Source: an optimization exercise on an open RTL-to-GDS flow (aim: small area, a short achievable clock period and few clock cycles per item). Production flows keep margins and buffers that such runs may drop. In this exercise RTL edits were held to simulation tests only and were not proved equivalent to the original. Power and IR drop assume default switching activity.

==> flow/design.v <==
`timescale 1ns/1ps
module mul_top (
    input  logic        clk_i,
    input  logic        rst_i,
    input  logic        req_i,
    input  logic [31:0] op_a_i,
    input  logic [31:0] op_b_i,
    input  logic [2:0]  func3_i,
    output logic        ack_o,
    output logic [31:0] result_o
);
    logic              busy_q;     
    logic              fin_q;      
    logic [2:0]        cnt_q;
    logic              last_q;     
    logic [31:0]       a_q;
    logic              a32_q;      
    logic              ub_q;       
    logic              hi_q;       
    logic [31:0]       lo_q;       
    logic [40:0]       s_q;
    logic [40:0]       c_q;
    logic              cin_q;
    logic [3:0]        bone_q;     
    logic [3:0]        btwo_q;
    logic [3:0]        bneg_q;
    logic [33:0]       a_ext;
    logic [8:0]        win_cap;    
    logic [8:0]        win_nxt;    
    logic [3:0]        cone, ctwo, cneg, none, ntwo, nneg;
    logic [40:0]       s_d;
    logic [40:0]       c_d;
    logic [8:0]        low_sum;
    logic [40:0]       fsum;
    logic              ub_d;
    logic              nxt_extra;
    logic              nxt_last;
    assign a_ext = {a32_q, a32_q, a_q};
    assign ub_d      = op_b_i[31] & ((func3_i == 3'd2) | (func3_i == 3'd3));
    assign nxt_extra = (cnt_q == 3'd3);
    assign nxt_last  = ub_q ? nxt_extra : (cnt_q == 3'd2);
    assign win_cap   = {op_b_i[7:0], 1'b0};
    assign win_nxt   = {lo_q[15:8] & {8{~nxt_extra}}, lo_q[7]};
    always_comb begin
        cone[0] = win_cap[1] ^ win_cap[0];
        ctwo[0] = (win_cap[2] & ~win_cap[1] & ~win_cap[0]) | (~win_cap[2] & win_cap[1] & win_cap[0]);
        cneg[0] = win_cap[2];
        cone[1] = win_cap[3] ^ win_cap[2];
        ctwo[1] = (win_cap[4] & ~win_cap[3] & ~win_cap[2]) | (~win_cap[4] & win_cap[3] & win_cap[2]);
        cneg[1] = win_cap[4];
        cone[2] = win_cap[5] ^ win_cap[4];
        ctwo[2] = (win_cap[6] & ~win_cap[5] & ~win_cap[4]) | (~win_cap[6] & win_cap[5] & win_cap[4]);
        cneg[2] = win_cap[6];
        cone[3] = win_cap[7] ^ win_cap[6];
        ctwo[3] = (win_cap[8] & ~win_cap[7] & ~win_cap[6]) | (~win_cap[8] & win_cap[7] & win_cap[6]);
        cneg[3] = win_cap[8];
        none[0] = win_nxt[1] ^ win_nxt[0];
        ntwo[0] = (win_nxt[2] & ~win_nxt[1] & ~win_nxt[0]) | (~win_nxt[2] & win_nxt[1] & win_nxt[0]);
        nneg[0] = win_nxt[2];
        none[1] = win_nxt[3] ^ win_nxt[2];
        ntwo[1] = (win_nxt[4] & ~win_nxt[3] & ~win_nxt[2]) | (~win_nxt[4] & win_nxt[3] & win_nxt[2]);
        nneg[1] = win_nxt[4];
        none[2] = win_nxt[5] ^ win_nxt[4];
        ntwo[2] = (win_nxt[6] & ~win_nxt[5] & ~win_nxt[4]) | (~win_nxt[6] & win_nxt[5] & win_nxt[4]);
        nneg[2] = win_nxt[6];
        none[3] = win_nxt[7] ^ win_nxt[6];
        ntwo[3] = (win_nxt[8] & ~win_nxt[7] & ~win_nxt[6]) | (~win_nxt[8] & win_nxt[7] & win_nxt[6]);
        nneg[3] = win_nxt[8];
    end
    wire [33:0] pv0 = (({34{bone_q[0]}} & a_ext) | ({34{btwo_q[0]}} & {a_ext[32:0], 1'b0})) ^ {34{bneg_q[0]}};
    wire [33:0] pp0 = {~pv0[33], pv0[32:0]};
    wire [33:0] pv1 = (({34{bone_q[1]}} & a_ext) | ({34{btwo_q[1]}} & {a_ext[32:0], 1'b0})) ^ {34{bneg_q[1]}};
    wire [33:0] pp1 = {~pv1[33], pv1[32:0]};
    wire [33:0] pv2 = (({34{bone_q[2]}} & a_ext) | ({34{btwo_q[2]}} & {a_ext[32:0], 1'b0})) ^ {34{bneg_q[2]}};
    wire [33:0] pp2 = {~pv2[33], pv2[32:0]};
    wire [33:0] pv3 = (({34{bone_q[3]}} & a_ext) | ({34{btwo_q[3]}} & {a_ext[32:0], 1'b0})) ^ {34{bneg_q[3]}};
    wire [33:0] pp3 = {~pv3[33], pv3[32:0]};
    wire hs1 = s_q[14] ^ c_q[14];
    wire hc2 = s_q[14] & c_q[14];
    wire hs3 = s_q[15] ^ c_q[15];
    wire hc4 = s_q[15] & c_q[15];
    wire hs5 = s_q[16] ^ c_q[16];
    wire hc6 = s_q[16] & c_q[16];
    wire hs7 = s_q[17] ^ c_q[17];
    wire hc8 = s_q[17] & c_q[17];
    wire hs9 = s_q[18] ^ c_q[18];
    wire hc10 = s_q[18] & c_q[18];
    wire hs11 = s_q[19] ^ c_q[19];
    wire hc12 = s_q[19] & c_q[19];
    wire hs13 = s_q[20] ^ c_q[20];
    wire hc14 = s_q[20] & c_q[20];
    wire hs15 = s_q[21] ^ c_q[21];
    wire hc16 = s_q[21] & c_q[21];
    wire hs17 = s_q[22] ^ c_q[22];
    wire hc18 = s_q[22] & c_q[22];
    wire hs19 = s_q[23] ^ c_q[23];
    wire hc20 = s_q[23] & c_q[23];
    wire hs21 = s_q[24] ^ c_q[24];
    wire hc22 = s_q[24] & c_q[24];
    wire hs23 = s_q[25] ^ c_q[25];
    wire hc24 = s_q[25] & c_q[25];
    wire hs25 = s_q[26] ^ c_q[26];
    wire hc26 = s_q[26] & c_q[26];
    wire hs27 = s_q[27] ^ c_q[27];
    wire hc28 = s_q[27] & c_q[27];
    wire hs29 = s_q[28] ^ c_q[28];
    wire hc30 = s_q[28] & c_q[28];
    wire hs31 = s_q[29] ^ c_q[29];
    wire hc32 = s_q[29] & c_q[29];
    wire hs33 = s_q[30] ^ c_q[30];
    wire hc34 = s_q[30] & c_q[30];
    wire hs35 = s_q[31] ^ c_q[31];
    wire hc36 = s_q[31] & c_q[31];
    wire hs37 = s_q[32] ^ c_q[32];
    wire hc38 = s_q[32] & c_q[32];
    wire hs39 = s_q[33] ^ c_q[33];
    wire hc40 = s_q[33] & c_q[33];
    wire hs41 = s_q[34] ^ c_q[34];
    wire hc42 = s_q[34] & c_q[34];
    wire hs43 = s_q[35] ^ c_q[35];
    wire hc44 = s_q[35] & c_q[35];
    wire hs45 = s_q[36] ^ c_q[36];
    wire hc46 = s_q[36] & c_q[36];
    wire hs47 = s_q[37] ^ c_q[37];
    wire hc48 = s_q[37] & c_q[37];
    wire hs49 = s_q[38] ^ c_q[38];
    wire hc50 = s_q[38] & c_q[38];
    wire hs51 = s_q[39] ^ c_q[39];
    wire hc52 = s_q[39] & c_q[39];
    wire fs53 = ~(c_q[40] ^ s_q[40]);
    wire fc54 = c_q[40] | s_q[40];
    wire hs55 = s_q[10] ^ c_q[10];
    wire hc56 = s_q[10] & c_q[10];
    wire hs57 = s_q[11] ^ c_q[11];
    wire hc58 = s_q[11] & c_q[11];
    wire fs59, fc60;
    assign {fc60, fs59} = {1'b0, s_q[12]} + {1'b0, c_q[12]} + {1'b0, bneg_q[2]};
    wire hs61 = pp0[4] ^ pp1[2];
    wire hc62 = pp0[4] & pp1[2];
    wire fs63, fc64;
    assign {fc64, fs63} = {1'b0, s_q[13]} + {1'b0, c_q[13]} + {1'b0, pp0[5]};
    wire hs65 = pp1[3] ^ pp2[1];
    wire hc66 = pp1[3] & pp2[1];
    wire fs67, fc68;
    assign {fc68, fs67} = {1'b0, bneg_q[3]} + {1'b0, hs1} + {1'b0, pp0[6]};
    wire fs69, fc70;
    assign {fc70, fs69} = {1'b0, pp1[4]} + {1'b0, pp2[2]} + {1'b0, pp3[0]};
    wire fs71, fc72;
    assign {fc72, fs71} = {1'b0, hc2} + {1'b0, hs3} + {1'b0, pp0[7]};
    wire fs73, fc74;
    assign {fc74, fs73} = {1'b0, pp1[5]} + {1'b0, pp2[3]} + {1'b0, pp3[1]};
    wire fs75, fc76;
    assign {fc76, fs75} = {1'b0, hc4} + {1'b0, hs5} + {1'b0, pp0[8]};
    wire fs77, fc78;
    assign {fc78, fs77} = {1'b0, pp1[6]} + {1'b0, pp2[4]} + {1'b0, pp3[2]};
    wire fs79, fc80;
    assign {fc80, fs79} = {1'b0, hc6} + {1'b0, hs7} + {1'b0, pp0[9]};
    wire fs81, fc82;
    assign {fc82, fs81} = {1'b0, pp1[7]} + {1'b0, pp2[5]} + {1'b0, pp3[3]};
    wire fs83, fc84;
    assign {fc84, fs83} = {1'b0, hc8} + {1'b0, hs9} + {1'b0, pp0[10]};
    wire fs85, fc86;
    assign {fc86, fs85} = {1'b0, pp1[8]} + {1'b0, pp2[6]} + {1'b0, pp3[4]};
    wire fs87, fc88;
    assign {fc88, fs87} = {1'b0, hc10} + {1'b0, hs11} + {1'b0, pp0[11]};
    wire fs89, fc90;
    assign {fc90, fs89} = {1'b0, pp1[9]} + {1'b0, pp2[7]} + {1'b0, pp3[5]};
    wire fs91, fc92;
    assign {fc92, fs91} = {1'b0, hc12} + {1'b0, hs13} + {1'b0, pp0[12]};
    wire fs93, fc94;
    assign {fc94, fs93} = {1'b0, pp1[10]} + {1'b0, pp2[8]} + {1'b0, pp3[6]};
    wire fs95, fc96;
    assign {fc96, fs95} = {1'b0, hc14} + {1'b0, hs15} + {1'b0, pp0[13]};
    wire fs97, fc98;
    assign {fc98, fs97} = {1'b0, pp1[11]} + {1'b0, pp2[9]} + {1'b0, pp3[7]};
    wire fs99, fc100;
    assign {fc100, fs99} = {1'b0, hc16} + {1'b0, hs17} + {1'b0, pp0[14]};
    wire fs101, fc102;
    assign {fc102, fs101} = {1'b0, pp1[12]} + {1'b0, pp2[10]} + {1'b0, pp3[8]};
    wire fs103, fc104;
    assign {fc104, fs103} = {1'b0, hc18} + {1'b0, hs19} + {1'b0, pp0[15]};
    wire fs105, fc106;
    assign {fc106, fs105} = {1'b0, pp1[13]} + {1'b0, pp2[11]} + {1'b0, pp3[9]};
    wire fs107, fc108;
    assign {fc108, fs107} = {1'b0, hc20} + {1'b0, hs21} + {1'b0, pp0[16]};
    wire fs109, fc110;
    assign {fc110, fs109} = {1'b0, pp1[14]} + {1'b0, pp2[12]} + {1'b0, pp3[10]};
    wire fs111, fc112;
    assign {fc112, fs111} = {1'b0, hc22} + {1'b0, hs23} + {1'b0, pp0[17]};
    wire fs113, fc114;
    assign {fc114, fs113} = {1'b0, pp1[15]} + {1'b0, pp2[13]} + {1'b0, pp3[11]};
    wire fs115, fc116;
    assign {fc116, fs115} = {1'b0, hc24} + {1'b0, hs25} + {1'b0, pp0[18]};
    wire fs117, fc118;
    assign {fc118, fs117} = {1'b0, pp1[16]} + {1'b0, pp2[14]} + {1'b0, pp3[12]};
    wire fs119, fc120;
    assign {fc120, fs119} = {1'b0, hc26} + {1'b0, hs27} + {1'b0, pp0[19]};
    wire fs121, fc122;
    assign {fc122, fs121} = {1'b0, pp1[17]} + {1'b0, pp2[15]} + {1'b0, pp3[13]};
    wire fs123, fc124;
    assign {fc124, fs123} = {1'b0, hc28} + {1'b0, hs29} + {1'b0, pp0[20]};
    wire fs125, fc126;
    assign {fc126, fs125} = {1'b0, pp1[18]} + {1'b0, pp2[16]} + {1'b0, pp3[14]};
    wire fs127, fc128;
    assign {fc128, fs127} = {1'b0, hc30} + {1'b0, hs31} + {1'b0, pp0[21]};
    wire fs129, fc130;
    assign {fc130, fs129} = {1'b0, pp1[19]} + {1'b0, pp2[17]} + {1'b0, pp3[15]};
    wire fs131, fc132;
    assign {fc132, fs131} = {1'b0, hc32} + {1'b0, hs33} + {1'b0, pp0[22]};
    wire fs133, fc134;
    assign {fc134, fs133} = {1'b0, pp1[20]} + {1'b0, pp2[18]} + {1'b0, pp3[16]};
    wire fs135, fc136;
    assign {fc136, fs135} = {1'b0, hc34} + {1'b0, hs35} + {1'b0, pp0[23]};
    wire fs137, fc138;
    assign {fc138, fs137} = {1'b0, pp1[21]} + {1'b0, pp2[19]} + {1'b0, pp3[17]};
    wire fs139, fc140;
    assign {fc140, fs139} = {1'b0, hc36} + {1'b0, hs37} + {1'b0, pp0[24]};
    wire fs141, fc142;
    assign {fc142, fs141} = {1'b0, pp1[22]} + {1'b0, pp2[20]} + {1'b0, pp3[18]};
    wire fs143, fc144;
    assign {fc144, fs143} = {1'b0, hc38} + {1'b0, hs39} + {1'b0, pp0[25]};
    wire fs145, fc146;
    assign {fc146, fs145} = {1'b0, pp1[23]} + {1'b0, pp2[21]} + {1'b0, pp3[19]};
    wire fs147, fc148;
    assign {fc148, fs147} = {1'b0, hc40} + {1'b0, hs41} + {1'b0, pp0[26]};
    wire fs149, fc150;
    assign {fc150, fs149} = {1'b0, pp1[24]} + {1'b0, pp2[22]} + {1'b0, pp3[20]};
    wire fs151, fc152;
    assign {fc152, fs151} = {1'b0, hc42} + {1'b0, hs43} + {1'b0, pp0[27]};
    wire fs153, fc154;
    assign {fc154, fs153} = {1'b0, pp1[25]} + {1'b0, pp2[23]} + {1'b0, pp3[21]};
    wire fs155, fc156;
    assign {fc156, fs155} = {1'b0, hc44} + {1'b0, hs45} + {1'b0, pp0[28]};
    wire fs157, fc158;
    assign {fc158, fs157} = {1'b0, pp1[26]} + {1'b0, pp2[24]} + {1'b0, pp3[22]};
    wire fs159, fc160;
    assign {fc160, fs159} = {1'b0, hc46} + {1'b0, hs47} + {1'b0, pp0[29]};
    wire fs161, fc162;
    assign {fc162, fs161} = {1'b0, pp1[27]} + {1'b0, pp2[25]} + {1'b0, pp3[23]};
    wire fs163, fc164;
    assign {fc164, fs163} = {1'b0, hc48} + {1'b0, hs49} + {1'b0, pp0[30]};
    wire fs165, fc166;
    assign {fc166, fs165} = {1'b0, pp1[28]} + {1'b0, pp2[26]} + {1'b0, pp3[24]};
    wire fs167, fc168;
    assign {fc168, fs167} = {1'b0, hc50} + {1'b0, hs51} + {1'b0, pp0[31]};
    wire fs169, fc170;
    assign {fc170, fs169} = {1'b0, pp1[29]} + {1'b0, pp2[27]} + {1'b0, pp3[25]};
    wire fs171, fc172;
    assign {fc172, fs171} = {1'b0, hc52} + {1'b0, pp0[32]} + {1'b0, pp1[30]};
    wire fs173, fc174;
    assign {fc174, fs173} = {1'b0, pp2[28]} + {1'b0, pp3[26]} + {1'b0, fs53};
    wire fs175, fc176;
    assign {fc176, fs175} = {1'b0, pp0[33]} + {1'b0, pp1[31]} + {1'b0, pp2[29]};
    wire hs177 = pp3[27] ^ fc54;
    wire hc178 = pp3[27] & fc54;
    wire fs179 = ~(pp2[30] ^ pp1[32]);
    wire fc180 = pp2[30] | pp1[32];
    wire hs181 = s_q[8] ^ c_q[8];
    wire hc182 = s_q[8] & c_q[8];
    wire hs183 = s_q[9] ^ c_q[9];
    wire hc184 = s_q[9] & c_q[9];
    wire fs185, fc186;
    assign {fc186, fs185} = {1'b0, bneg_q[1]} + {1'b0, hs55} + {1'b0, pp0[2]};
    wire fs187, fc188;
    assign {fc188, fs187} = {1'b0, hc56} + {1'b0, hs57} + {1'b0, pp0[3]};
    wire fs189, fc190;
    assign {fc190, fs189} = {1'b0, hc58} + {1'b0, pp2[0]} + {1'b0, fs59};
    wire fs191, fc192;
    assign {fc192, fs191} = {1'b0, fc60} + {1'b0, hc62} + {1'b0, hs65};
    wire fs193, fc194;
    assign {fc194, fs193} = {1'b0, hc66} + {1'b0, fc64} + {1'b0, fs67};
    wire fs195, fc196;
    assign {fc196, fs195} = {1'b0, fc68} + {1'b0, fc70} + {1'b0, fs71};
    wire fs197, fc198;
    assign {fc198, fs197} = {1'b0, fc72} + {1'b0, fc74} + {1'b0, fs75};
    wire fs199, fc200;
    assign {fc200, fs199} = {1'b0, fc76} + {1'b0, fc78} + {1'b0, fs79};
    wire fs201, fc202;
    assign {fc202, fs201} = {1'b0, fc80} + {1'b0, fc82} + {1'b0, fs83};
    wire fs203, fc204;
    assign {fc204, fs203} = {1'b0, fc84} + {1'b0, fc86} + {1'b0, fs87};
    wire fs205, fc206;
    assign {fc206, fs205} = {1'b0, fc88} + {1'b0, fc90} + {1'b0, fs91};
    wire fs207, fc208;
    assign {fc208, fs207} = {1'b0, fc92} + {1'b0, fc94} + {1'b0, fs95};
    wire fs209, fc210;
    assign {fc210, fs209} = {1'b0, fc96} + {1'b0, fc98} + {1'b0, fs99};
    wire fs211, fc212;
    assign {fc212, fs211} = {1'b0, fc100} + {1'b0, fc102} + {1'b0, fs103};
    wire fs213, fc214;
    assign {fc214, fs213} = {1'b0, fc104} + {1'b0, fc106} + {1'b0, fs107};
    wire fs215, fc216;
    assign {fc216, fs215} = {1'b0, fc108} + {1'b0, fc110} + {1'b0, fs111};
    wire fs217, fc218;
    assign {fc218, fs217} = {1'b0, fc112} + {1'b0, fc114} + {1'b0, fs115};
    wire fs219, fc220;
    assign {fc220, fs219} = {1'b0, fc116} + {1'b0, fc118} + {1'b0, fs119};
    wire fs221, fc222;
    assign {fc222, fs221} = {1'b0, fc120} + {1'b0, fc122} + {1'b0, fs123};
    wire fs223, fc224;
    assign {fc224, fs223} = {1'b0, fc124} + {1'b0, fc126} + {1'b0, fs127};
    wire fs225, fc226;
    assign {fc226, fs225} = {1'b0, fc128} + {1'b0, fc130} + {1'b0, fs131};
    wire fs227, fc228;
    assign {fc228, fs227} = {1'b0, fc132} + {1'b0, fc134} + {1'b0, fs135};
    wire fs229, fc230;
    assign {fc230, fs229} = {1'b0, fc136} + {1'b0, fc138} + {1'b0, fs139};
    wire fs231, fc232;
    assign {fc232, fs231} = {1'b0, fc140} + {1'b0, fc142} + {1'b0, fs143};
    wire fs233, fc234;
    assign {fc234, fs233} = {1'b0, fc144} + {1'b0, fc146} + {1'b0, fs147};
    wire fs235, fc236;
    assign {fc236, fs235} = {1'b0, fc148} + {1'b0, fc150} + {1'b0, fs151};
    wire fs237, fc238;
    assign {fc238, fs237} = {1'b0, fc152} + {1'b0, fc154} + {1'b0, fs155};
    wire fs239, fc240;
    assign {fc240, fs239} = {1'b0, fc156} + {1'b0, fc158} + {1'b0, fs159};
    wire fs241, fc242;
    assign {fc242, fs241} = {1'b0, fc160} + {1'b0, fc162} + {1'b0, fs163};
    wire fs243, fc244;
    assign {fc244, fs243} = {1'b0, fc164} + {1'b0, fc166} + {1'b0, fs167};
    wire fs245, fc246;
    assign {fc246, fs245} = {1'b0, fc168} + {1'b0, fc170} + {1'b0, fs171};
    wire fs247, fc248;
    assign {fc248, fs247} = {1'b0, fc172} + {1'b0, fs175} + {1'b0, hs177};
    wire fs249, fc250;
    assign {fc250, fs249} = {1'b0, pp3[28]} + {1'b0, fc176} + {1'b0, hc178};
    wire fs251, fc252;
    assign {fc252, fs251} = {1'b0, pp1[33]} + {1'b0, pp2[31]} + {1'b0, pp3[29]};
    wire hs253 = ~pp2[32];
    wire hc254 = pp2[32];
    wire hs255 = bneg_q[0] ^ hs181;
    wire hc256 = bneg_q[0] & hs181;
    wire fs257, fc258;
    assign {fc258, fs257} = {1'b0, hc182} + {1'b0, hs183} + {1'b0, pp0[1]};
    wire fs259, fc260;
    assign {fc260, fs259} = {1'b0, hc184} + {1'b0, pp1[0]} + {1'b0, fs185};
    wire fs261, fc262;
    assign {fc262, fs261} = {1'b0, pp1[1]} + {1'b0, fc186} + {1'b0, fs187};
    wire fs263, fc264;
    assign {fc264, fs263} = {1'b0, hs61} + {1'b0, fc188} + {1'b0, fs189};
    wire fs265, fc266;
    assign {fc266, fs265} = {1'b0, fs63} + {1'b0, fc190} + {1'b0, fs191};
    wire fs267, fc268;
    assign {fc268, fs267} = {1'b0, fs69} + {1'b0, fc192} + {1'b0, fs193};
    wire fs269, fc270;
    assign {fc270, fs269} = {1'b0, fs73} + {1'b0, fc194} + {1'b0, fs195};
    wire fs271, fc272;
    assign {fc272, fs271} = {1'b0, fs77} + {1'b0, fc196} + {1'b0, fs197};
    wire fs273, fc274;
    assign {fc274, fs273} = {1'b0, fs81} + {1'b0, fc198} + {1'b0, fs199};
    wire fs275, fc276;
    assign {fc276, fs275} = {1'b0, fs85} + {1'b0, fc200} + {1'b0, fs201};
    wire fs277, fc278;
    assign {fc278, fs277} = {1'b0, fs89} + {1'b0, fc202} + {1'b0, fs203};
    wire fs279, fc280;
    assign {fc280, fs279} = {1'b0, fs93} + {1'b0, fc204} + {1'b0, fs205};
    wire fs281, fc282;
    assign {fc282, fs281} = {1'b0, fs97} + {1'b0, fc206} + {1'b0, fs207};
    wire fs283, fc284;
    assign {fc284, fs283} = {1'b0, fs101} + {1'b0, fc208} + {1'b0, fs209};
    wire fs285, fc286;
    assign {fc286, fs285} = {1'b0, fs105} + {1'b0, fc210} + {1'b0, fs211};
    wire fs287, fc288;
    assign {fc288, fs287} = {1'b0, fs109} + {1'b0, fc212} + {1'b0, fs213};
    wire fs289, fc290;
    assign {fc290, fs289} = {1'b0, fs113} + {1'b0, fc214} + {1'b0, fs215};
    wire fs291, fc292;
    assign {fc292, fs291} = {1'b0, fs117} + {1'b0, fc216} + {1'b0, fs217};
    wire fs293, fc294;
    assign {fc294, fs293} = {1'b0, fs121} + {1'b0, fc218} + {1'b0, fs219};
    wire fs295, fc296;
    assign {fc296, fs295} = {1'b0, fs125} + {1'b0, fc220} + {1'b0, fs221};
    wire fs297, fc298;
    assign {fc298, fs297} = {1'b0, fs129} + {1'b0, fc222} + {1'b0, fs223};
    wire fs299, fc300;
    assign {fc300, fs299} = {1'b0, fs133} + {1'b0, fc224} + {1'b0, fs225};
    wire fs301, fc302;
    assign {fc302, fs301} = {1'b0, fs137} + {1'b0, fc226} + {1'b0, fs227};
    wire fs303, fc304;
    assign {fc304, fs303} = {1'b0, fs141} + {1'b0, fc228} + {1'b0, fs229};
    wire fs305, fc306;
    assign {fc306, fs305} = {1'b0, fs145} + {1'b0, fc230} + {1'b0, fs231};
    wire fs307, fc308;
    assign {fc308, fs307} = {1'b0, fs149} + {1'b0, fc232} + {1'b0, fs233};
    wire fs309, fc310;
    assign {fc310, fs309} = {1'b0, fs153} + {1'b0, fc234} + {1'b0, fs235};
    wire fs311, fc312;
    assign {fc312, fs311} = {1'b0, fs157} + {1'b0, fc236} + {1'b0, fs237};
    wire fs313, fc314;
    assign {fc314, fs313} = {1'b0, fs161} + {1'b0, fc238} + {1'b0, fs239};
    wire fs315, fc316;
    assign {fc316, fs315} = {1'b0, fs165} + {1'b0, fc240} + {1'b0, fs241};
    wire fs317, fc318;
    assign {fc318, fs317} = {1'b0, fs169} + {1'b0, fc242} + {1'b0, fs243};
    wire fs319, fc320;
    assign {fc320, fs319} = {1'b0, fs173} + {1'b0, fc244} + {1'b0, fs245};
    wire fs321, fc322;
    assign {fc322, fs321} = {1'b0, fc174} + {1'b0, fc246} + {1'b0, fs247};
    wire fs323, fc324;
    assign {fc324, fs323} = {1'b0, fs179} + {1'b0, fc248} + {1'b0, fs249};
    wire fs325, fc326;
    assign {fc326, fs325} = {1'b0, fs251} + {1'b0, fc180} + {1'b0, fc250};
    wire fs327, fc328;
    assign {fc328, fs327} = {1'b0, pp3[30]} + {1'b0, hs253} + {1'b0, fc252};
    wire fs329, fc330;
    assign {fc330, fs329} = {1'b0, pp2[33]} + {1'b0, pp3[31]} + {1'b0, hc254};
    wire hs331 = ~pp3[32];
    wire hc332 = pp3[32];
    assign s_d = {1'b0, hc332, fc330, fc328, fc326, fc324, fc322, fc320, fc318, fc316, fc314, fc312, fc310, fc308, fc306, fc304, fc302, fc300, fc298, fc296, fc294, fc292, fc290, fc288, fc286, fc284, fc282, fc280, fc278, fc276, fc274, fc272, fc270, fc268, fc266, fc264, fc262, fc260, fc258, hc256, hs255};
    assign c_d = {1'b0, pp3[33], hs331, fs329, fs327, fs325, fs323, fs321, fs319, fs317, fs315, fs313, fs311, fs309, fs307, fs305, fs303, fs301, fs299, fs297, fs295, fs293, fs291, fs289, fs287, fs285, fs283, fs281, fs279, fs277, fs275, fs273, fs271, fs269, fs267, fs265, fs263, fs261, fs259, fs257, pp0[0]};
    wire [9:0] low_x = {1'b0, s_q[7:0], 1'b1} + {1'b0, c_q[7:0], cin_q};
    assign low_sum = low_x[9:1];
    wire [41:0] fsum_x = {s_q, 1'b1} + {c_q, cin_q};
    assign fsum = fsum_x[41:1];
    always_ff @(posedge clk_i) begin
        if (rst_i) begin
            busy_q <= 1'b0;
            fin_q  <= 1'b0;
            ack_o  <= 1'b0;
        end else begin
            if (!busy_q && !fin_q && !ack_o && req_i) begin
                busy_q <= 1'b1;
            end
            if (busy_q && last_q) begin
                busy_q <= 1'b0;
                fin_q  <= 1'b1;
            end
            if (fin_q) begin
                fin_q <= 1'b0;
                ack_o <= 1'b1;
            end
            if (ack_o && !req_i) begin
                ack_o <= 1'b0;
            end
        end
    end
    always_ff @(posedge clk_i) begin
        a_q   <= op_a_i;
        a32_q <= op_a_i[31] & (func3_i != 3'd3);
        ub_q  <= ub_d;
        hi_q  <= (func3_i == 3'd1) | (func3_i == 3'd2) | (func3_i == 3'd3);
    end
    always_ff @(posedge clk_i) begin
        if (!busy_q && !fin_q && !ack_o) begin
            cnt_q   <= '0;
            last_q  <= 1'b0;
            s_q     <= 41'h10000000000;
            c_q     <= '0;
            cin_q   <= 1'b0;
            bone_q  <= cone;
            btwo_q  <= ctwo;
            bneg_q  <= cneg;
        end else begin
            cnt_q   <= cnt_q + 1'b1;
            last_q  <= nxt_last;
            s_q     <= s_d;
            c_q     <= c_d;
            cin_q   <= low_sum[8];
            bone_q  <= none;
            btwo_q  <= ntwo;
            bneg_q  <= nneg;
        end
    end
    always_ff @(posedge clk_i) begin
        if (!busy_q && !fin_q && !ack_o) begin
            lo_q <= op_b_i;
        end else if (busy_q || (fin_q && !hi_q)) begin
            lo_q <= {low_sum[7:0], lo_q[31:8]};
        end else if (fin_q) begin
            lo_q <= ub_q ? fsum[31:0] : fsum[39:8];
        end
    end
    assign result_o = lo_q;
endmodule
==> flow/flow/run.sh <==
#!/bin/bash
set -euo pipefail
export BUFFER_PORTS_ARGS="-buffer_cell sky130_fd_sc_hd__buf_1"
sed -e 's/ SETUP_SLACK_MARGIN=[^ ]*//' -e 's/ "\${@:-finish}"/ SETUP_SLACK_MARGIN=5.5 "\${@:-finish}"/' standard.sh > standard_margin.sh
grep -q "SETUP_SLACK_MARGIN=5.5" standard_margin.sh
bash standard_margin.sh > standard.log 2>&1
==> flow/standard.sh <==
#!/bin/bash
# synth_recipe.tcl (not shown) runs the flow's synth.tcl, then flattens the netlist and writes it again
# the make line also repeats each setting of config.mk as NAME=value (left out here)
make -C /OpenROAD-flow-scripts/flow DESIGN_CONFIG=/design/flow/config.mk WORK_HOME=/design/flow/orfs CLKGATE_MAP_FILE= SYNTH_SCRIPT=/design/flow/synth_recipe.tcl "${@:-finish}"
==> flow/config.mk <==
export PLATFORM = sky130hd
export DESIGN_NAME = mul_top
export DESIGN_NICKNAME = mul_top
export VERILOG_FILES = /design/flow/design.v
export SDC_FILE = /design/flow/constraint.sdc
export NUM_CORES = 4
export LEC_CHECK = 0
export CAP_MARGIN = 20
export CORE_MARGIN = 2
export CORE_UTILIZATION = 45
export CTS_BUF_LIST = sky130_fd_sc_hd__clkbuf_4 sky130_fd_sc_hd__clkbuf_8
export PLACE_DENSITY = 0.6
export SLEW_MARGIN = 20
==> flow/constraint.sdc <==
create_clock -name core_clock -period 8.2 [get_ports {clk_i}]
set_input_delay 1.6400 -clock core_clock [delete_from_list [all_inputs] [get_ports {clk_i}]]
set_output_delay 1.6400 -clock core_clock [all_outputs]
set_load 0.01 [all_outputs]
==> results of run 1 <==
[final timing paths]
path / from / endpoint / slack (ps) / cells after the start
worst max-delay path: s_q[0] / lo_q[19] / 5280 / 12
worst min-delay path: cnt_q[0] / cnt_q[0] / 480 / 1
worst max register to register: s_q[0] / lo_q[19] / 5280 / 12
worst min register to register: cnt_q[0] / cnt_q[0] / 480 / 1
[critical path: stages, from the launching register on]
cell	delay, ps
sky130_fd_sc_hd__dfxtp_2	360
sky130_fd_sc_hd__inv_2	40
sky130_fd_sc_hd__fa_2	370
sky130_fd_sc_hd__and2b_4	270
sky130_fd_sc_hd__o2111ai_4	130
sky130_fd_sc_hd__a2111oi_4	340
sky130_fd_sc_hd__buf_4	180
sky130_fd_sc_hd__nor2_4	50
sky130_fd_sc_hd__o221a_4	240
sky130_fd_sc_hd__o21bai_1	150
sky130_fd_sc_hd__xor2_1	110
sky130_fd_sc_hd__o31ai_1	300
sky130_fd_sc_hd__o21ai_0	120
[per-layer routing]
| layer | share of wire, % | up-vias |
|---|---|---|
| met5 | 0 | - |
| met4 | 2.1 | 0 |
| met3 | 9.6 | 57 |
| met2 | 44 | 611 |
| met1 | 44 | 5266 |
| li1 | - | 4875 |
[state kept, by name, summed over array words and instances, names as in the netlist]
register,count
c_q,40
ub_q,1
ack_o,1
s_q,41
cin_q,1
hi_q,1
a32_q,1
busy_q,1
lo_q,32
last_q,1
bneg_q,4
fin_q,1
btwo_q,4
cnt_q,3
bone_q,4
a_q,32
[cell usage in the layout (no fill, tap or decap), types with 22 or more instances in the layout]
cell type,synthesis,layout
sky130_fd_sc_hd__a22oi_1,134,104
sky130_fd_sc_hd__xnor2_2,0,22
sky130_fd_sc_hd__xor2_1,114,106
sky130_fd_sc_hd__a21o_1,22,22
sky130_fd_sc_hd__ha_1,49,28
sky130_fd_sc_hd__dfxtp_1,136,102
sky130_fd_sc_hd__fa_1,128,112
sky130_fd_sc_hd__a21oi_1,70,59
sky130_fd_sc_hd__buf_1,8,82
sky130_fd_sc_hd__buf_4,1,57
sky130_fd_sc_hd__a22oi_2,0,30
sky130_fd_sc_hd__inv_1,97,90
sky130_fd_sc_hd__nand2_1,72,71
sky130_fd_sc_hd__xnor2_1,64,41
sky130_fd_sc_hd__dfxtp_2,0,24
sky130_fd_sc_hd__o21ai_0,58,40
sky130_fd_sc_hd__nor2_1,115,110
sky130_fd_sc_hd__edfxtp_1,32,32
[repair_timing]
action,CTS,global route
setup endpoints to repair,108,94
setup buffers,31,31
pin swaps,25,107
cloned,1,8
gates resized for setup,93,177
hold buffers,0,0
[per-stage QoR]
step / std cells / utilization, % / hold WS, ps / cell area [um2]
2_1_floorplan: 1380 / - / 417.3 / 13140
3_3_place_gp: 1763 / 47.51 / 430.5 / 13600
3_5_place_dp: 1763 / 47.51 / 469.4 / 13600
4_1_cts: 1827 / 51.22 / 488.1 / 14660
5_1_grt: 1866 / 55.25 / 504.9 / 15820
6_report: 1866 / 55.25 / 482.4 / 15820
[area by class of cell]
type	instances	area (um2)
Clock buffer	17	234.0
Clock inverter	15	155.1
Fill cell	2551	12810
Inverter	97	369.1
Multi-Input combinational cell	998	9433
Sequential cell	168	3751
Tap cell	384	480.5
Timing Repair Buffer	187	1393
[logic make-up after synthesis]
group	count (synthesis)	share of synthesized area (%)
AO/OA/AOI/OAI	368	19.05
AND/OR/NAND/NOR	259	8.751
buffers and inverters	214	6.441
XOR/XNOR	178	11.94
adder cells (fa/ha/maj)	177	24.33
flip-flops	168	28.22
multiplexers	16	1.275
[power groups by stage]
| stage | Clock, mW | Sequential, mW | Combinational [mW] |
|---|---|---|---|
| finish | 0.603 | 1.18 | 3.43 |
| detailed placement | 0 | 1.21 | 2.93 |
| global route | 0.647 | 1.19 | 3.82 |
| CTS | 0.610 | 1.17 | 3.12 |
| global placement | 0 | 1.21 | 2.88 |
| floorplan | 0 | 1.13 | 2.21 |
==> out/summary.txt, run 1 <==
critical path class = register to register
effective utilization at floorplan = 45.60%
sequential cell area fraction in the yosys report = 28.22%
required time of the critical path = 8440 ps
power per unit of standard cell area = 329.8 mW/mm2
Startpoint Class = register
wire length of the first global-routing pass = 60.24 mm
final worst slack = 5277 ps
number of synthesized flops with an enable pin = 32
dominant cell by count in the synthesized netlist = sky130_fd_sc_hd__dfxtp_1
via count = 10809
synthesized instance count = 1380
met1 capacity usage during global routing = 37.73%
placer's final routability congestion estimate = 0.8646
number of unique standard cell types used by synthesis = 64
die height = 174.3 um
clock slew at the register clock pins of the worst setup and hold paths = 120 ps
Synth area leader = sky130_fd_sc_hd__dfxtp_1
Most Used Layer, Global Route = met2
overall die area = 0.03039 mm2
Syn Nets = 1627
count of final hold-check violations = 0
count of pins over their slew limit = 0
mean post-synth cell area = 9.459 um2
fraction of layout cells with a size suffix above 1 = 22.54%
RSZ-0062 raised after global routing = yes
max-cap violations = 0
final net count = 1716
vias per std cell = 5.793
# DRC = 0
growth of design area from synthesis to finish = 21.15%
clock tree from TritonCTS = done
Data arrival, critical path = 3160 ps
ports placed on the boundary = 103
clock insertion delay at the later pin of the skew report = 500 ps
CTS buffer count = 17
count of H-tree levels built during CTS = 4
kind of capture point of the worst setup path = register
number of nets still failing antenna checks after routing = 0
internal power of the cells = 2.761 mW
share of synthesized flip-flops with an asynchronous set or reset = 0%
share of the clock period used by the worst path = 35.64%
overall overflow remaining after global route = 0
DR pass1 iterations = 5
path type of the worst min-delay path = register to register
clock root buffer = sky130_fd_sc_hd__clkbuf_8
net switching share of the total power = 47.06%
highest attainable clock frequency = 0.3421 GHz
final setup fails = 0
most used flip-flop cell after synthesis = sky130_fd_sc_hd__dfxtp_1
combinational share of power = 65.8%
final wirelength = 41.65 mm
most frequent cells after synthesis = 136 x sky130_fd_sc_hd__dfxtp_1, 134 x sky130_fd_sc_hd__a22oi_1, 128 x sky130_fd_sc_hd__fa_1
vias in the first global route = 10290
iteration-0 DRC count of the detailed router = 1174
total power = 5.216 mW
synthesized cell area = 0.01305 mm2
static leakage power = 6.300 nW
clock sinks = 168
placed wire-length estimate after detailed placement = 27.03 mm
maximum number of pins on one net before global-route repair = 63
dpl ws = 5123 ps
count of input and output buffers = 102
Std-Cell Rows = 62
Max Fanout on Critical Path = 4
sequential group share of total power = 22.6%
sum of negative setup slack = 0 ps
die width = 174.3 um
wire per inst = 22.32 um
antenna diode count = 0
GRT met2 Usage = 38.33%
transition time of the tightest slew-check pin = 709.6 ps
headroom to the max-slew limit = 52.69%
worst supply voltage drop on vdd = 0.0001467 V
share of power burned in the clock network = 11.6%
clock skew = 19.95 ps
area of the core = 0.02863 mm2
count of warnings emitted by yosys = 1
flop and latch count out of synthesis = 168
Min Clock Period, post-route = 2923 ps
fraction of synthesized cell area taken by the top area cell type = 20.86%
met3 track demand over resource in global routing = 6.015%
status = timing/DRC/antenna clean
Net Sw Power = 2.454 mW
Max clock buf depth = 2
cells taking the most area after synthesis = sky130_fd_sc_hd__dfxtp_1 21%, sky130_fd_sc_hd__fa_1 20%, sky130_fd_sc_hd__a22oi_1 7.7%
overall track demand over capacity in global routing = 25.65%
initial antenna violation count = 0
Testbench counts, summed over its fixed seeds: cycles 34,455, items 4,800.
==> run 2, diff against run 1 <==
==> flow/flow/run.sh (replaced) <==
#!/bin/bash
set -euo pipefail
export BUFFER_PORTS_ARGS="-buffer_cell sky130_fd_sc_hd__buf_1"
sed -e 's/ SETUP_SLACK_MARGIN=[^ ]*//' -e 's/ "\${@:-finish}"/ SETUP_SLACK_MARGIN=5.4 "\${@:-finish}"/' standard.sh > standard_margin.sh
grep -q "SETUP_SLACK_MARGIN=5.4" standard_margin.sh
bash standard_margin.sh > standard.log 2>&1
==> run 2 against run 1 <==
Against the previous run: first-iteration DRC count decreased by 15%; critical path depth decreased by 2; hold slack got worse by 26 ps; sequential share of layout area increased by 1.1 points; flip-flop and latch count unchanged; synthesized cell count unchanged; non-clock buffer count decreased by 43; combinational power decreased by 6%; design area decreased by 5.0%; via count decreased by 3.1%; critical endpoint is now lo_q[25]; area after synthesis unchanged; largest cell class unchanged; still clean.
==> out/summary.txt, run 2 <==
fraction of synthesized cell area taken by the top area cell type = 20.86% (unchanged)
DR pass1 iterations = 5 (unchanged)
clock insertion delay at the later pin of the skew report = 490 ps (about the same)
mean post-synth cell area = 9.459 um2 (unchanged)
worst-case register-to-register setup slack = 5280 ps (about the same)
Endpoint, Worst Hold = cnt_q[0]
status = timing/DRC/antenna clean
Max clock buf depth = 2 (unchanged)
startpoint of the lowest-slack register-to-register path = c_q[10]
maximum number of pins on one net before global-route repair = 103 (+63%)
Startpoint Class = register
placer's final routability congestion estimate = 0.8839 (+2.2%)
Synth area leader = sky130_fd_sc_hd__dfxtp_1
cells taking the most area after synthesis = sky130_fd_sc_hd__dfxtp_1 21%, sky130_fd_sc_hd__fa_1 20%, sky130_fd_sc_hd__a22oi_1 7.7%
critical path class = register to register
highest attainable clock frequency = 0.3429 GHz (+0.23%)
die width = 174.3 um (unchanged)
overall overflow remaining after global route = 0 (unchanged)
CTS buffer count = 17 (unchanged)
number of unique standard cell types used by synthesis = 64 (unchanged)
share of synthesized flip-flops with an asynchronous set or reset = 0% (unchanged)
fraction of layout cells with a size suffix above 1 = 12.93% (-9.6 points)
reg2reg path depth = 10 (-2)
number of nets still failing antenna checks after routing = 0 (unchanged)
Syn Nets = 1627 (unchanged)
Min Clock Period, post-route = 2916 ps (-6.760 ps)
via count = 10478 (-3.1%)
most frequent cells after synthesis = 136 x sky130_fd_sc_hd__dfxtp_1, 134 x sky130_fd_sc_hd__a22oi_1, 128 x sky130_fd_sc_hd__fa_1
vias in the first global route = 9959 (-3.2%)
effective utilization at floorplan = 45.60% (unchanged)
post-route cell area = 0.01503 mm2 (-5.0%)
worst supply voltage drop on vdd = 0.0001197 V (-18%)
synthesized instance count = 1380 (unchanged)
count of warnings emitted by yosys = 1 (unchanged)
overall track demand over capacity in global routing = 24.32% (-1.3 points)
startpoint of the worst hold path = cnt_q[0]
clock tree from TritonCTS = done
dominant cell by count in the synthesized netlist = sky130_fd_sc_hd__dfxtp_1
power per unit of standard cell area = 338.0 mW/mm2 (+2.5%)
required time of the critical path = 8540 ps (+100 ps)
Worst R2R End = lo_q[25]
# DRC = 0 (unchanged)
final net count = 1673 (-2.5%)
die height = 174.3 um (unchanged)
iteration-0 DRC count of the detailed router = 1003 (-15%)
Reg with most FFs = s_q
static leakage power = 5.892 nW (-6.5%)
most frequent standard cell in the layout excluding fill and tap cells = sky130_fd_sc_hd__a22oi_1
sequential cell area fraction in the yosys report = 28.22% (unchanged)
placed wire-length estimate after detailed placement = 26.42 mm (-2.2%)
wire per inst = 21.06 um (-5.6%)
share of the clock period used by the worst path = 35.56% (-0.082 points)
wire length of the first global-routing pass = 57.62 mm (-4.4%)
count of input and output buffers = 102 (unchanged)
count of H-tree levels built during CTS = 4 (unchanged)
transition time of the tightest slew-check pin = 1087 ps (+377.0 ps)
kind of capture point of the worst setup path = register
clock skew = 15.34 ps (-4.617 ps)
flop and latch count out of synthesis = 168 (unchanged)
initial antenna violation count = 0 (unchanged)
final worst slack = 5284 ps (+6.760 ps)
overall die area = 0.03039 mm2 (unchanged)
final setup fails = 0 (unchanged)
ports placed on the boundary = 103 (unchanged)
count of final hold-check violations = 0 (unchanged)
number of flip-flops under the largest register name = 41 (unchanged)
Max Fanout on Critical Path = 5 (+1)
dpl ws = 5072 ps (-51.91 ps)
growth of design area from synthesis to finish = 15.11%
most used flip-flop cell after synthesis = sky130_fd_sc_hd__dfxtp_1
Std-Cell Rows = 62 (unchanged)
Data arrival, critical path = 3250 ps (+90 ps)
clock sinks = 168 (unchanged)
sum of negative setup slack = 0 ps (unchanged)
path type of the worst min-delay path = register to register
clock slew at the register clock pins of the worst setup and hold paths = 100 ps (-20 ps)
commonest cells after routing, fill and taps aside = 128 x sky130_fd_sc_hd__a22oi_1, 127 x sky130_fd_sc_hd__fa_1, 116 x sky130_fd_sc_hd__dfxtp_1, 113 x sky130_fd_sc_hd__nor2_1, 112 x sky130_fd_sc_hd__xor2_1
leading registers by flop count = s_q (41), c_q (40)
area of the core = 0.02863 mm2 (unchanged)
clock root buffer = sky130_fd_sc_hd__clkbuf_8
headroom to the max-slew limit = 27.56% (-25 points)
max-cap violations = 0 (unchanged)
final wirelength = 38.39 mm (-7.8%)
number of synthesized flops with an enable pin = 32 (unchanged)
Worst Hold Path Cells = 1 (unchanged)
vias per std cell = 5.748 (-0.78%)
Placement Cell Area = 0.01356 mm2 (-0.29%)
RSZ-0062 raised after global routing = yes
count of pins over their slew limit = 0 (unchanged)
synthesized cell area = 0.01305 mm2 (unchanged)
antenna diode count = 0 (unchanged)
## run 2: final cells by class
| class | count | area [um2] |
|---|---|---|
| inverter | 97 | 365.4 |
| clock inverter | 15 | 186.4 |
| multi-input combinational | 998 | 9091 |
| timing repair buffer | 144 | 944.7 |
| clock buffer | 17 | 234.0 |
| fill | 2628 | 13600 |
| tap | 384 | 480.5 |
| sequential | 168 | 3724 |
## run 2: repair_timing
| action | in CTS | in global routing |
|---|---|---|
| pin swaps | 18 | 41 |
| buffers inserted | 9 | 16 |
| endpoints found under the setup margin | 82 | 58 |
| cloned | 0 | 3 |
| resized for setup | 67 | 88 |
| hold buffers | 0 | 0 |
## run 2: worst max-delay path by stage
stage          startpoint  endpoint  slack (ps)  depth (start not counted)
3_5_place_dp    bneg_q[0]    c_q[7]        5070                          7
5_1_grt             cin_q  lo_q[19]        5180                         12
6_report          c_q[10]  lo_q[25]        5280                         10
3_3_place_gp    bneg_q[0]    c_q[7]        5080                          7
2_1_floorplan      s_q[0]  lo_q[25]        5410                         11
4_1_cts             cin_q  lo_q[11]        5290                         12
## run 2: kinds of logic (layout without fill, tap and decap cells)
group                    count (synthesis)  in the layout  share of synthesized area, %
AO/OA/AOI/OAI                          368            368                         19.05
XOR/XNOR                               178            178                         11.94
adder cells (fa/ha/maj)                177            177                         24.33
buffers and inverters                  214            273                         6.441
flip-flops                             168            168                         28.22
multiplexers                            16             16                         1.275
AND/OR/NAND/NOR                        259            259                         8.751
## run 2: metrics by stage
stage,total power [mW],utilization [%],hold slack [ps],instances
global placement,4.117,47.37,428.6,1763
CTS,4.886,49.96,461.1,1804
floorplan,3.317,-,417.3,1380
detailed placement,4.151,47.37,440.4,1763
global route,5.568,52.49,492.2,1823
finish,5.078,52.49,455.9,1823
## run 2: worst max-delay path: stages (launching register included)
cell and delay [ps]:
sky130_fd_sc_hd__dfxtp_2 340, sky130_fd_sc_hd__ha_4 260, sky130_fd_sc_hd__a21o_1 200, sky130_fd_sc_hd__and3_4 140, sky130_fd_sc_hd__a41o_1 230, sky130_fd_sc_hd__o31a_1 330, sky130_fd_sc_hd__o31a_4 380, sky130_fd_sc_hd__a21o_4 250
sky130_fd_sc_hd__nand4_1 140, sky130_fd_sc_hd__mux2_4 320, sky130_fd_sc_hd__a211oi_2 170
## run 2: metal layers
metal	global-route usage [%]	wire [um]
met5	0	0
met1	36.50	18050
met3	4.943	3294
met2	35.38	16440
met4	6.758	609
## run 2: power breakdown
part | leakage [nW] | total (mW) | switching [mW] | internal (mW)
sequential | 1.48 | 1.18 | 0.137 | 1.04
combinational | 4.21 | 3.24 | 1.86 | 1.38
clock | 0.208 | 0.658 | 0.350 | 0.308
==> run 3, diff against run 2 <==
==> flow/flow/run.sh (replaced) <==
#!/bin/bash
set -euo pipefail
export BUFFER_PORTS_ARGS="-buffer_cell sky130_fd_sc_hd__buf_1"
sed -e 's/ SETUP_SLACK_MARGIN=[^ ]*//' -e 's/ "\${@:-finish}"/ SETUP_SLACK_MARGIN=5.3 "\${@:-finish}"/' standard.sh > standard_margin.sh
grep -q "SETUP_SLACK_MARGIN=5.3" standard_margin.sh
bash standard_margin.sh > standard.log 2>&1
--- a/flow/config.mk
+++ b/flow/config.mk
@@ -11,3 +11,4 @@
 export CTS_BUF_LIST = sky130_fd_sc_hd__clkbuf_4 sky130_fd_sc_hd__clkbuf_8
 export PLACE_DENSITY = 0.6
 export SLEW_MARGIN = 20
+export TNS_END_PERCENT = 10
==> run 3 against run 2 <==
Against the previous run: global-route usage grew 0.40 points; non-clock buffer count shrank 19; clock skew grew 6.0 ps; critical path type unchanged; largest power group unchanged; highest routed layer unchanged.
==> out/summary.txt, run 3 <==
ports placed on the boundary = 103 (unchanged)
Std-Cell Rows = 62 (unchanged)
critical path class = register to register
power per unit of standard cell area = 341.2 mW/mm2 (+0.96%)
die width = 174.3 um (unchanged)
path type of the worst min-delay path = register to register
growth of design area from synthesis to finish = 9.029%
Max clock buf depth = 2 (unchanged)
status = timing/DRC/antenna clean
max-cap violations = 0 (unchanged)
placer's final routability congestion estimate = 0.8669 (-1.9%)
worst-case register-to-register setup slack = 5200 ps (-80 ps)
count of pins over their slew limit = 0 (unchanged)
overall die area = 0.03039 mm2 (unchanged)
final wirelength = 37.00 mm (-3.6%)
commonest cells after routing, fill and taps aside = 134 x sky130_fd_sc_hd__a22oi_1, 127 x sky130_fd_sc_hd__fa_1, 127 x sky130_fd_sc_hd__dfxtp_1, 114 x sky130_fd_sc_hd__nor2_1, 112 x sky130_fd_sc_hd__xor2_1
fraction of synthesized cell area taken by the top area cell type = 20.86% (unchanged)
Min Clock Period, post-route = 2998 ps (+82.05 ps)
most frequent standard cell in the layout excluding fill and tap cells = sky130_fd_sc_hd__a22oi_1
placed wire-length estimate after detailed placement = 27.12 mm (+2.7%)
CTS buffer count = 17 (unchanged)
static leakage power = 5.674 nW (-3.7%)
Max Fanout on Critical Path = 6 (+1)
# DRC = 0 (unchanged)
DR pass1 iterations = 5 (unchanged)
count of final hold-check violations = 0 (unchanged)
vias in the first global route = 9937 (-0.22%)
flop and latch count out of synthesis = 168 (unchanged)
number of synthesized flops with an enable pin = 32 (unchanged)
Syn Nets = 1627 (unchanged)
sum of negative setup slack = 0 ps (unchanged)
vias per std cell = 5.665 (-1.4%)
Data arrival, critical path = 3310 ps (+60 ps)
clock sinks = 168 (unchanged)
wire per inst = 20.51 um (-2.6%)
area of the core = 0.02863 mm2 (unchanged)
clock slew at the register clock pins of the worst setup and hold paths = 110 ps (about the same)
highest attainable clock frequency = 0.3336 GHz (-2.7%)
share of the clock period used by the worst path = 36.56% (+1.0 points)
clock root buffer = sky130_fd_sc_hd__clkbuf_8
number of flip-flops under the largest register name = 41 (unchanged)
dpl ws = 5085 ps (+13.65 ps)
count of warnings emitted by yosys = 1 (unchanged)
transition time of the tightest slew-check pin = 742.2 ps (-344.4 ps)
RSZ-0062 raised after global routing = yes
maximum number of pins on one net before global-route repair = 61 (-41%)
most used flip-flop cell after synthesis = sky130_fd_sc_hd__dfxtp_1
fraction of layout cells with a size suffix above 1 = 7.535% (-5.4 points)
headroom to the max-slew limit = 50.52% (+23 points)
most frequent cells after synthesis = 136 x sky130_fd_sc_hd__dfxtp_1, 134 x sky130_fd_sc_hd__a22oi_1, 128 x sky130_fd_sc_hd__fa_1
share of synthesized flip-flops with an asynchronous set or reset = 0% (unchanged)
clock tree from TritonCTS = done
iteration-0 DRC count of the detailed router = 1084 (+8.1%)
overall track demand over capacity in global routing = 24.71% (+0.40 points)
cells taking the most area after synthesis = sky130_fd_sc_hd__dfxtp_1 21%, sky130_fd_sc_hd__fa_1 20%, sky130_fd_sc_hd__a22oi_1 7.7%
worst supply voltage drop on vdd = 0.0001649 V (+38%)
clock skew = 21.30 ps (+5.965 ps)
initial antenna violation count = 0 (unchanged)
synthesized instance count = 1380 (unchanged)
final setup fails = 0 (unchanged)
Synth area leader = sky130_fd_sc_hd__dfxtp_1
wire length of the first global-routing pass = 58.46 mm (+1.4%)
dominant cell by count in the synthesized netlist = sky130_fd_sc_hd__dfxtp_1
overall overflow remaining after global route = 0 (unchanged)
sequential cell area fraction in the yosys report = 28.22% (unchanged)
antenna diode count = 0 (unchanged)
Reg with most FFs = s_q
Startpoint Class = register
number of buffers inserted for hold repair after clock tree synthesis = 0 (unchanged)
final net count = 1654 (-1.1%)
count of input and output buffers = 102 (unchanged)
count of H-tree levels built during CTS = 4 (unchanged)
via count = 10220 (-2.5%)
final worst slack = 5202 ps (-82.05 ps)
kind of capture point of the worst setup path = register
synthesized cell area = 0.01305 mm2 (unchanged)
die height = 174.3 um (unchanged)
mean post-synth cell area = 9.459 um2 (unchanged)
required time of the critical path = 8510 ps (-30 ps)
number of nets still failing antenna checks after routing = 0 (unchanged)
effective utilization at floorplan = 45.60% (unchanged)
clock insertion delay at the later pin of the skew report = 490 ps (about the same)
fillers = 2720 (+3.5%)
number of unique standard cell types used by synthesis = 64 (unchanged)
leading registers by flop count = s_q (41), c_q (40)
## run 3: cell types whose count changed in the layout (fill, tap and decap cells not counted), moves of 7 or more
cell	before	now
sky130_fd_sc_hd__o21ai_0	46	54
sky130_fd_sc_hd__ha_4	10	1
sky130_fd_sc_hd__ha_1	26	40
sky130_fd_sc_hd__dfxtp_2	14	6
sky130_fd_sc_hd__dfxtp_1	116	127
sky130_fd_sc_hd__buf_12	7	0
## run 3: worst max-delay path, cell delays in order (launching register included)
cell	delay, ps
sky130_fd_sc_hd__dfxtp_1	320
sky130_fd_sc_hd__ha_1	380
sky130_fd_sc_hd__a21oi_1	160
sky130_fd_sc_hd__o21ai_1	120
sky130_fd_sc_hd__a41o_1	310
sky130_fd_sc_hd__o31a_1	340
sky130_fd_sc_hd__o31a_4	360
sky130_fd_sc_hd__a21o_4	220
sky130_fd_sc_hd__a31oi_1	250
sky130_fd_sc_hd__xor2_1	100
sky130_fd_sc_hd__a211oi_1	270
## run 3: path summary, 6_finish.rpt
kind	start	end	depth (start not counted)
worst min-delay path	cnt_q[0]	cnt_q[0]	1
worst min register to register	cnt_q[0]	cnt_q[0]	1
worst max register to register	s_q[6]	lo_q[29]	10
worst max-delay path	s_q[6]	lo_q[29]	10
## run 3: layout make-up
| class | instances | area, um2 | area share, % |
|---|---|---|---|
| clock buffers | 17 | 234.0 | 1.644 |
| well taps | 384 | 480.5 | 3.376 |
| clock inverters | 15 | 186.4 | 1.310 |
| flip-flops and latches | 168 | 3702 | 26.01 |
| multi-input cells | 998 | 8703 | 61.15 |
| repair buffers | 125 | 559.3 | 3.930 |
| inverters | 97 | 366.6 | 2.576 |
## run 3: routing by layer
layer,vias up,global-route usage (%),routed length [um]
li1,4747,-,-
met1,5014,36.90,17450
met2,426,36.95,16290
met3,33,4.812,2747
met4,0,5.602,516
met5,-,0,0
## run 3: where the power goes
| part | leakage [nW] | switching (mW) | internal [mW] |
|---|---|---|---|
| Sequential | 1.48 | 0.130 | 1.04 |
| Combinational | 3.98 | 1.79 | 1.25 |
| Clock | 0.213 | 0.364 | 0.285 |
## run 3: cells by family (layout without fill, tap and decap cells)
kind of cell / after synthesis / count (layout) / synth area share (%)
adders and majority gates: 177 / 177 / 24.33
AOI/OAI and AO/OA: 368 / 368 / 19.05
and+or+nand+nor: 259 / 259 / 8.751
buffers and inverters: 214 / 254 / 6.441
DFF: 168 / 168 / 28.22
xor gates and xnor gates: 178 / 178 / 11.94
muxes: 16 / 16 / 1.275
## run 3: what timing repair did
item / in CTS / in global routing
buffers inserted: 0 / 7
resized for setup: 4 / 44
endpoints found under the setup margin: 64 / 56
pin swaps: 0 / 14
## run 3: metrics by stage
stage	utilization [%]	area (um2)	power (mW)	std cells	hold slack (ps)
after CTS	48.92	14000	4.830	1797	459.6
after global routing	49.72	14230	5.340	1804	507.2
after detailed placement	47.42	13570	4.165	1765	436.5
after global placement	47.42	13570	4.092	1765	428.9
after floorplan	-	13060	3.316	1380	417.3
final	49.72	14230	4.856	1804	456.8
==> run 4, diff against run 3 <==
--- a/flow/config.mk
+++ b/flow/config.mk
@@ -9,6 +9,7 @@
 export CORE_MARGIN = 2
 export CORE_UTILIZATION = 45
 export CTS_BUF_LIST = sky130_fd_sc_hd__clkbuf_4 sky130_fd_sc_hd__clkbuf_8
+export CTS_CLUSTER_DIAMETER = 100
+export CTS_CLUSTER_SIZE = 30
 export PLACE_DENSITY = 0.6
 export SLEW_MARGIN = 20
-export TNS_END_PERCENT = 10
==> run 4 against run 3 <==
Against the previous run: still clean; global-route usage down 0.58 points; register-to-register slack improved by 95 ps; power grew 1.7%; area after synthesis did not move; design area up 1.3%; synthesized cell count did not move; combinational power is essentially flat; routed wire length shrank 0.35%; hold slack worse by 2.9 ps; final cell count decreased by 0.17%; largest cell class unchanged; highest routed layer unchanged.
==> out/summary.txt, run 4 <==
final wirelength = 36.87 mm (-0.35%)
count of H-tree levels built during CTS = 4 (unchanged)
Max Fanout on Critical Path = 3 (-3)
worst supply voltage drop on vdd = 0.0001343 V (-19%)
Data arrival, critical path = 3230 ps (-80 ps)
most frequent cells after synthesis = 136 x sky130_fd_sc_hd__dfxtp_1, 134 x sky130_fd_sc_hd__a22oi_1, 128 x sky130_fd_sc_hd__fa_1
flop and latch count out of synthesis = 168 (unchanged)
growth of design area from synthesis to finish = 10.46%
initial antenna violation count = 0 (unchanged)
via count = 10260 (+0.39%)
die width = 174.3 um (unchanged)
Placement Cell Area = 0.01356 mm2 (about the same)
Startpoint Class = register
placer's final routability congestion estimate = 0.8908 (+2.8%)
RSZ-0062 raised after global routing = yes
# DRC = 0 (unchanged)
CTS buffer count = 17 (unchanged)
DR pass1 iterations = 6 (+1)
maximum number of pins on one net before global-route repair = 103 (+69%)
critical path class = register to register
ports placed on the boundary = 103 (unchanged)
commonest cells after routing, fill and taps aside = 133 x sky130_fd_sc_hd__a22oi_1, 127 x sky130_fd_sc_hd__fa_1, 125 x sky130_fd_sc_hd__dfxtp_1, 114 x sky130_fd_sc_hd__nor2_1, 112 x sky130_fd_sc_hd__xor2_1
fraction of layout cells with a size suffix above 1 = 8.327% (+0.79 points)
fillers = 2722 (+0.074%)
clock insertion delay at the later pin of the skew report = 470 ps (-20 ps)
clock tree from TritonCTS = done
number of synthesized flops with an enable pin = 32 (unchanged)
vias per std cell = 5.697 (+0.56%)
synthesized instance count = 1380 (unchanged)
static leakage power = 5.695 nW (+0.37%)
placed wire-length estimate after detailed placement = 26.53 mm (-2.2%)
most frequent standard cell in the layout excluding fill and tap cells = sky130_fd_sc_hd__a22oi_1
overall overflow remaining after global route = 0 (unchanged)
final setup fails = 0 (unchanged)
number of buffers inserted for hold repair after clock tree synthesis = 0 (unchanged)
fraction of synthesized cell area taken by the top area cell type = 20.86% (unchanged)
iteration-0 DRC count of the detailed router = 1158 (+6.8%)
clock skew = 16.21 ps (-5.095 ps)
cells taking the most area after synthesis = sky130_fd_sc_hd__dfxtp_1 21%, sky130_fd_sc_hd__fa_1 20%, sky130_fd_sc_hd__a22oi_1 7.7%
wire length of the first global-routing pass = 57.08 mm (-2.4%)
number of nets still failing antenna checks after routing = 0 (unchanged)
Min Clock Period, post-route = 2903 ps (-95.20 ps)
sequential cell area fraction in the yosys report = 28.22% (unchanged)
final net count = 1651 (-0.18%)
headroom to the max-slew limit = 26.70% (-24 points)
Reg with most FFs = s_q
antenna diode count = 0 (unchanged)
number of placed instances with taps included = 1763 (-0.11%)
vias in the first global route = 9844 (-0.94%)
highest attainable clock frequency = 0.3445 GHz (+3.3%)
effective utilization at floorplan = 45.60% (unchanged)
wire per inst = 20.47 um (-0.18%)
clock root buffer = sky130_fd_sc_hd__clkbuf_8
overall track demand over capacity in global routing = 24.14% (-0.58 points)
overall die area = 0.03039 mm2 (unchanged)
final hold slack = 453.9 ps (-2.910 ps)
most used flip-flop cell after synthesis = sky130_fd_sc_hd__dfxtp_1
transition time of the tightest slew-check pin = 1100 ps (+357.4 ps)
share of synthesized flip-flops with an asynchronous set or reset = 0% (unchanged)
leading registers by flop count = s_q (41), c_q (40)
number of flip-flops under the largest register name = 41 (unchanged)
clock sinks = 168 (unchanged)
dominant cell by count in the synthesized netlist = sky130_fd_sc_hd__dfxtp_1
worst-case register-to-register setup slack = 5300 ps (+100 ps)
Syn Nets = 1627 (unchanged)
count of final hold-check violations = 0 (unchanged)
count of input and output buffers = 102 (unchanged)
power per unit of standard cell area = 342.6 mW/mm2 (+0.41%)
count of pins over their slew limit = 0 (unchanged)
path type of the worst min-delay path = register to register
share of the clock period used by the worst path = 35.40% (-1.2 points)
mean post-synth cell area = 9.459 um2 (unchanged)
area of the core = 0.02863 mm2 (unchanged)
number of unique standard cell types used by synthesis = 64 (unchanged)
Synth area leader = sky130_fd_sc_hd__dfxtp_1
Std-Cell Rows = 62 (unchanged)
synthesized cell area = 0.01305 mm2 (unchanged)
max-cap violations = 0 (unchanged)
status = timing/DRC/antenna clean
post-route cell area = 0.01442 mm2 (+1.3%)
die height = 174.3 um (unchanged)
register area = 0.003710 mm2 (+0.20%)
clock slew at the register clock pins of the worst setup and hold paths = 100 ps (about the same)
count of warnings emitted by yosys = 1 (unchanged)
final std cells w/o fill = 1801 (-0.17%)
Max clock buf depth = 2 (unchanged)
area taken by multi-input logic gates = 0.008800 mm2 (+1.1%)
required time of the critical path = 8520 ps (about the same)
kind of capture point of the worst setup path = register
sum of negative setup slack = 0 ps (unchanged)
==> run 4: cell counts after synthesis <==
Identical to the previous run, type by type.
==> run 4: where the power goes <==
group          internal, mW  total, mW  switching [mW]
registers              1.04       1.19           0.151
clock network         0.340      0.695           0.355
logic                  1.28       3.05            1.78
total                  2.66       4.94            2.28
==> run 4: kinds of logic after synthesis <==
family | Yosys count | share of synthesized area, %
simple gates | 259 | 8.751
buf+inv | 214 | 6.441
xor+xnor | 178 | 11.94
compound gates | 368 | 19.05
mux | 16 | 1.275
fa+ha+maj | 177 | 24.33
flops | 168 | 28.22
==> run 4: final cells by class <==
type	count	share of cell area, %
Timing Repair Buffer	122	4.278
Inverter	97	2.534
Multi-Input combinational cell	998	61.03
Tap cell	384	3.332
Clock buffer	17	1.623
Clock inverter	15	1.475
Sequential cell	168	25.73
==> run 4: routing by layer <==
layer	global-route usage [%]	vias up	share of wire, %	routed length [um]
met5	0	-	0	0
met4	6.057	0	1.7	633
met3	4.287	39	7.8	2894
met2	35.76	472	43	15960
met1	36.33	5006	47	17380
li1	-	4743	-	-
==> run 4: per-stage QoR <==
step                      power (mW)  setup WS [ps]  util, %
final                          4.940           5297    50.37
after global routing           5.420           5187    50.37
after CTS                      4.874           5240    49.30
after detailed placement       4.149           5111    47.37
after global placement         4.115           5073    47.37
after floorplan                3.317           5396        -
==> run 4: worst paths after layout <==
| path | cells after the start | end | startpoint |
|---|---|---|---|
| setup / recovery | 11 | lo_q[25] | s_q[0] |
| hold / removal | 1 | cnt_q[0] | cnt_q[0] |
| setup reg to reg | 11 | lo_q[25] | s_q[0] |
| hold reg to reg | 1 | cnt_q[0] | cnt_q[0] |
==> run 4: worst max-delay path, cell delays in order (launching register included) <==
cell	delay [ps]
sky130_fd_sc_hd__dfxtp_2	350
sky130_fd_sc_hd__inv_2	50
sky130_fd_sc_hd__fa_2	380
sky130_fd_sc_hd__and2b_4	270
sky130_fd_sc_hd__o2111ai_4	120
sky130_fd_sc_hd__a2111oi_4	400
sky130_fd_sc_hd__o31a_1	210
sky130_fd_sc_hd__o31a_4	160
sky130_fd_sc_hd__a21o_4	140
sky130_fd_sc_hd__nand4_1	130
sky130_fd_sc_hd__mux2_4	330
sky130_fd_sc_hd__a211oi_2	210
==> run 4: what timing repair did <==
| action | CTS | global route |
|---|---|---|
| resized for setup | 27 | 54 |
| endpoints found under the hold margin | 0 | 0 |
| pin swaps | 8 | 12 |
| setup endpoints to repair | 58 | 48 |
| setup buffers | 2 | 4 |

## port drivers added, routing unchanged
In the flow no input, the clock included, has a driving cell. The finished layouts below were timed again as built, in two steps. Step 1: set_driving_cell puts a clkbuf_16 on clk_i and a buf_2 on each other input, an assumption about the parent block. Step 2 times the ports against the registers' clock, not the clock port: input delays grow and output delays shrink by t, the midpoint of the rising clock arrivals with the driver on. Slacks: ideal ports / drivers / drivers and shift; pairs: ideal ports / drivers.
| run | shift t [ns] | setup WS [ns] | pins driven straight from the clock port |
|---|---|---|---|
| run 1 | 0.532 | 5.277 / 5.277 / 5.277 | 1 |
| run 2 | 0.526 | 5.284 / 5.284 / 5.284 | 1 |
| run 3 | 0.520 | 5.202 / 5.202 / 5.202 | 1 |
| run 4 | 0.511 | 5.297 / 5.297 / 5.297 | 1 |
After both steps every run listed still meets setup and hold.
